This is an optimization exercise on Yosys and OpenROAD, whose aim is small area and a short achievable clock period, not a production implementation. Only simulation tests tie the RTL to the original design; equivalence was not proved.

$ cat config.mk
export PLATFORM = sky130hd
export DESIGN_NAME = md_alu
export DESIGN_NICKNAME = md_alu
export VERILOG_FILES = /design/flow/design.v
export SDC_FILE = /design/flow/constraint.sdc
export NUM_CORES = 4
export LEC_CHECK = 0
export CAP_MARGIN = 20
export CORE_MARGIN = 2
export CORE_UTILIZATION = 40
export SLEW_MARGIN = 20
$ cat constraint.sdc
create_clock -name core_clock -period 105.0 [get_ports {clk}]
set_input_delay 21.0000 -clock core_clock [delete_from_list [all_inputs] [get_ports {clk}]]
set_output_delay 21.0000 -clock core_clock [all_outputs]
set_load 0.01 [all_outputs]
$ cat design.v
module md_alu #(
  parameter int WIDTH   = 32,
  parameter int MUL_LAT = 5,
  parameter int DIV_LAT = 10
) (
  input  logic             clk,
  input  logic             reset,
  input  logic [WIDTH-1:0] A,
  input  logic [WIDTH-1:0] B,
  input  logic [3:0]       ALUOp,
  output logic [WIDTH-1:0] res,
  input  logic [2:0]       MDOp,
  input  logic             start,
  output logic             busy,
  output logic [WIDTH-1:0] HI,
  output logic [WIDTH-1:0] LO
);
  localparam int SHW    = $clog2(WIDTH);
  localparam int MAXLAT = (MUL_LAT > DIV_LAT) ? MUL_LAT : DIV_LAT;
  localparam int CW     = $clog2(MAXLAT + 1);
  typedef enum logic [1:0] {IDLE, MUL, DIV} state_t;
  state_t           state_q, state_d;
  logic [CW-1:0]    cnt_q, cnt_d;
  logic [WIDTH-1:0] a_q, a_d, b_q, b_d;
  logic             sgn_q, sgn_d;
  logic [WIDTH-1:0] hi_q, hi_d, lo_q, lo_d;
  logic [SHW-1:0]   sh;
  assign sh = A[SHW-1:0];
  always_comb begin
    res = '0;
    case (ALUOp)
      4'b0000: res = A + B;
      4'b0001: res = A - B;
      4'b0010: res = A & B;
      4'b0011: res = A | B;
      4'b0100: res = {B[WIDTH/2-1:0], {(WIDTH/2){1'b0}}};
      4'b0101: res = A ^ B;
      4'b0110: res = ~(A | B);
      4'b0111: res = {{(WIDTH-1){1'b0}}, $signed(A) < $signed(B)};
      4'b1000: res = {{(WIDTH-1){1'b0}}, A < B};
      4'b1001: res = B << sh;
      4'b1010: res = B >> sh;
      4'b1011: res = $signed(B) >>> sh;
      default: res = '0;
    endcase
  end
  logic [2*WIDTH-1:0] a_ext, b_ext, prod;
  always_comb begin
    a_ext = sgn_q ? {{WIDTH{a_q[WIDTH-1]}}, a_q} : {{WIDTH{1'b0}}, a_q};
    b_ext = sgn_q ? {{WIDTH{b_q[WIDTH-1]}}, b_q} : {{WIDTH{1'b0}}, b_q};
    prod  = a_ext * b_ext;
  end
  logic [WIDTH-1:0] a_mag, b_mag, q_mag, r_mag, quo, rem;
  logic             div_zero;
  always_comb begin
    a_mag    = (sgn_q && a_q[WIDTH-1]) ? -a_q : a_q;
    b_mag    = (sgn_q && b_q[WIDTH-1]) ? -b_q : b_q;
    div_zero = (b_q == '0);
    q_mag    = div_zero ? '0 : a_mag / b_mag;
    r_mag    = div_zero ? '0 : a_mag % b_mag;
    quo      = (sgn_q && (a_q[WIDTH-1] ^ b_q[WIDTH-1])) ? -q_mag : q_mag;
    rem      = (sgn_q && a_q[WIDTH-1]) ? -r_mag : r_mag;
  end
  always_comb begin
    state_d = state_q;
    cnt_d   = cnt_q;
    a_d     = a_q;
    b_d     = b_q;
    sgn_d   = sgn_q;
    hi_d    = hi_q;
    lo_d    = lo_q;
    case (state_q)
      IDLE: begin
        if (start) begin
          case (MDOp)
            3'b001, 3'b010: begin
              state_d = MUL;
              cnt_d   = CW'(MUL_LAT);
              a_d     = A;
              b_d     = B;
              sgn_d   = (MDOp == 3'b001);
            end
            3'b011, 3'b100: begin
              state_d = DIV;
              cnt_d   = CW'(DIV_LAT);
              a_d     = A;
              b_d     = B;
              sgn_d   = (MDOp == 3'b011);
            end
            3'b101:  hi_d = A;
            3'b110:  lo_d = A;
            default: ;
          endcase
        end
      end
      MUL: begin
        cnt_d = cnt_q - CW'(1);
        if (cnt_q == CW'(1)) begin
          state_d      = IDLE;
          {hi_d, lo_d} = prod;
        end
      end
      DIV: begin
        cnt_d = cnt_q - CW'(1);
        if (cnt_q == CW'(1)) begin
          state_d = IDLE;
          if (!div_zero) begin
            hi_d = rem;
            lo_d = quo;
          end
        end
      end
      default: state_d = IDLE;
    endcase
  end
  always_ff @(posedge clk or posedge reset) begin
    if (reset) begin
      state_q <= IDLE;
      cnt_q   <= '0;
      a_q     <= '0;
      b_q     <= '0;
      sgn_q   <= 1'b0;
      hi_q    <= '0;
      lo_q    <= '0;
    end else begin
      state_q <= state_d;
      cnt_q   <= cnt_d;
      a_q     <= a_d;
      b_q     <= b_d;
      sgn_q   <= sgn_d;
      hi_q    <= hi_d;
      lo_q    <= lo_d;
    end
  end
  assign busy = (state_q != IDLE);
  assign HI   = hi_q;
  assign LO   = lo_q;
endmodule
$ cat run.sh
#!/bin/bash
# synth_recipe.tcl (not shown) runs the flow's synth.tcl, then flattens the netlist and writes it again
# the make line also repeats each setting of config.mk as NAME=value (left out here)
make -C /OpenROAD-flow-scripts/flow DESIGN_CONFIG=/design/flow/config.mk WORK_HOME=/design/flow/orfs CLKGATE_MAP_FILE= SYNTH_SCRIPT=/design/flow/synth_recipe.tcl finish
==> run_results.csv <==
group,metric,value,unit
critical_path,worstPathMaxFanout,41,
final_layout,utilization,0.429,
critical_path,critPathBufInv,22,
sta,max_freq,9.99,MHz
global_routing,grt_max_degree,91,
final_layout,multi_input_area,82500,um^2
cts,h-tree-depth,4,
critical_path,cp.arrival,100.54,ns
global_routing,grt_usage,0.362,
critical_path,path_depth,334,
final_layout,drive_gt1_frac,0.0511,
critical_path,r2r_slack,4.87,ns
yosys,synth.area.top_cells,"fa_1, ha_1, nand2_1, inv_1, dfrtp_1",
final_layout,nFillCells,23600,
drt,vias,91100,
drt,wl_per_cell,29.7,um
critical_path,r2r-start,"b_q[0]",
die,rows,177,
sta,setup_slack,4.87,ns
global_routing,antenna_found_initial,26,
critical_path,critPathCapture,"lo_q[30]",
critical_path,crit_slowest_cell,"nor4_1",
drt,ant_nets,0,
cts,clock_path_buffers,2,
critical_path,cp_data_required_time,105.41,ns
cts,clock_sinks,135,
die,fp.dieArea,238000,um^2
sta,slew_viol_final,0,
drt,post-route-drc-count,0,
global_routing,met3_usage,0.0847,
critical_path,rr_worst_depth,334,
yosys,synth_enable_flop_cells,0,
cts,cts-root-buf,"clkbuf_16",
cts,numCtsBuffers,17,
critical_path,worstSetupPathType,"flop to flop",
sta,fin_setup_tns,0,ns
global_routing,met1_usage,0.472,
critical_path,crit_path_start,"b_q[0]",
drt,vias_per_cell,6.20,
die,chipHeight,488,um
yosys,synth_top_area_share,0.309,
sta,hold_viol_final,0,
sta,setup_violations,0,
yosys,synth_ff_type,"dfrtp_1",
global_routing,grt_pass1_wl,632000,um
critical_path,worstReg2RegEnd,"lo_q[30]",
yosys,synth_cell_types,118,
yosys,synthArstFlopShare,1.00,
yosys,synth_area_leader_cell,"fa_1",
placement,dp_slack,7.68,ns
sta,worst_pin_slew,1.26,ns
final_layout,layout_commonest_cell,"nand2_1",
yosys,yosys_warnings,1,
yosys,synthCells,11800,
placement,routabilityCongestion,1.06,
cts,cts_tree,"done",
final_layout,area_growth,6.57,%
global_routing,busiest_layer,"met2",
final_layout,regArea,3430,um^2
yosys,synth_seq_cells,135,
sta,relSlewSlack,0.155,
critical_path,cp_common_cell,"ha_1",
critical_path,path_delay_family,"compound AO/OA/AOI/OAI gates",
die,fp.dieW,488,um
drt,drtIter0Drc,10700,
cts,clock_latency,0.50,ns
sta,fin_hold_ws,0.484,ns
placement,port_buffers,170,
yosys,synth_area_per_cell,7.94,um^2
sta,layout_min_cycle_time,100.13,ns
hold_path,hold_class,"flop to flop",
status,status,"timing/DRC/antenna clean",
yosys,syn_area,93500,um^2
yosys,ys_seq_area_frac,0.0361,
global_routing,grt-ovfl-total,0,
cts,clkTransAtPathRegs,0.09,ns
global_routing,grt_pass1_vias,91300,
yosys,syn_nets,14200,
drt,routed_wl,436000,um
critical_path,max_stage_delay,0.93,ns
sta,rsz0062_at_grt,"false",
critical_path,cp-start-kind,"flop",
global_routing,globalRouteMet2Util,0.554,
drt,drt_first_pass_iters,7,
die,ios,171,
final_layout,final_cell_mix,"nand2_1, inv_1, fa_1",
die,initial_utilization,0.402,
placement,place_hpwl,345000,um
run,cap_violations,0,
die,core,233000,um^2
sta,fin_worst_skew,0.0227,ns
cts,hold_buffers,0,
critical_path,cp-end-kind,"flop",
sta,post-route-period-util,0.954,
final_layout,finish.net_count,14100,
## metal layers
metal | vias up | part of all wire
li1 | 39000 | -
met1 | 45400 | 0.39
met2 | 5511 | 0.43
met3 | 1169 | 0.11
met4 | 24 | 0.069
met5 | - | 0.00037
## through the flow
step	cells	cell area, um^2
floorplan	11800	93500
global placement	14700	99000
detailed placement	14700	99000
CTS	14700	99600
global route	14700	99700
finish	14700	99700
## what timing repair did
item                                    4_1_cts  5_1_grt
resized for setup                             0        2
setup buffers                                 0        0
endpoints found under the setup margin        0        3
## cell type report
| class | count | area share |
|---|---|---|
| Antenna cell | 4 | 0.000100 |
| Sequential cell | 135 | 0.0344 |
| Tap cell | 3043 | 0.0382 |
| Timing Repair Buffer | 408 | 0.0348 |
| Clock buffer | 20 | 0.00448 |
| Clock inverter | 12 | 0.00118 |
| Multi-Input combinational cell | 9510 | 0.828 |
| Inverter | 1563 | 0.0589 |
## worst min-delay path by stage
stage,cells past startpoint,slack (ns),endpoint,from
detailed placement,2,0.47,hi_q[8],hi_q[8]
finish,2,0.48,lo_q[13],lo_q[13]
CTS,2,0.49,hi_q[8],hi_q[8]
global placement,2,0.47,hi_q[8],hi_q[8]
floorplan,1,0.49,state_q[1],state_q[1]
global route,2,0.52,lo_q[19],lo_q[19]
## state kept, by name, indices dropped and copies added, names as in the netlist
| signal | flops |
|---|---|
| lo_q | 32 |
| b_q | 32 |
| hi_q | 32 |
| state_q | 2 |
| sgn_q | 1 |
| a_q | 32 |
| cnt_q | 4 |
## worst min-delay path: cells and delay by family, from the launching register on
family | cells | cell delay (ns)
flip-flops | 1 | 0.34
AO/OA/AOI/OAI | 1 | 0.06
AND/OR/NAND/NOR | 1 | 0.05
## cells in the mapped netlist (85+ instances only)
master    number
xor2_1       210
nor2_1       848
nand3_1      196
a21o_1       236
mux2i_1       94
buf_1        116
nor2b_1       85
o31ai_1       96
clkbuf_1     429
ha_1         932
and2_1       367
o21a_1       136
a21oi_1      635
xnor2_1      367
and3_1        89
dfrtp_1      135
a31oi_1      113
nand2_1     1608
fa_1        1444
or3_1        104
inv_1       1553
nor3_1       191
o21ai_0      560
## cell families (layout without fill, tap and decap cells)
| logic type | Yosys count | in the layout | synth area share |
|---|---|---|---|
| flip-flops | 135 | 135 | 0.0361 |
| XOR/XNOR | 578 | 578 | 0.0542 |
| AND/OR/NAND/NOR | 3865 | 3865 | 0.192 |
| multiplexers | 142 | 142 | 0.0172 |
| adder cells (fa/ha/maj) | 2376 | 2376 | 0.434 |
| buffers and inverters | 2139 | 2003 | 0.0866 |
| other | 0 | 4 | 0 |
| AO/OA/AOI/OAI | 2549 | 2549 | 0.181 |

[port drivers added, routing unchanged]
The results above use ideal ports. As a check the final layout listed here was re-extracted and re-timed, cells and wires unchanged. Step 1 assumes that a clkbuf_16 drives the clock port and a buf_2 every other input. Step 2 also shifts input and output timing later by t, the mid clock arrival at the registers, as if the neighbouring blocks saw the same clock. a / b / c = ideal ports / drivers / drivers and shift; a / b = the first two.
shift t [ns]: 0.560
setup slack, ns: 4.866 / 4.866 / 4.866
latest minus earliest clock arrival (ns): 0.023 / 0.023
slew at the worst register clock pin (ns): 0.09 / 0.09
worst data-port slew with drivers (ns): 0.07
After both steps this run still meets setup and hold. For this run, drivers alone change the setup slack by 0.000 ns; drivers and shift together by 0.000 ns.
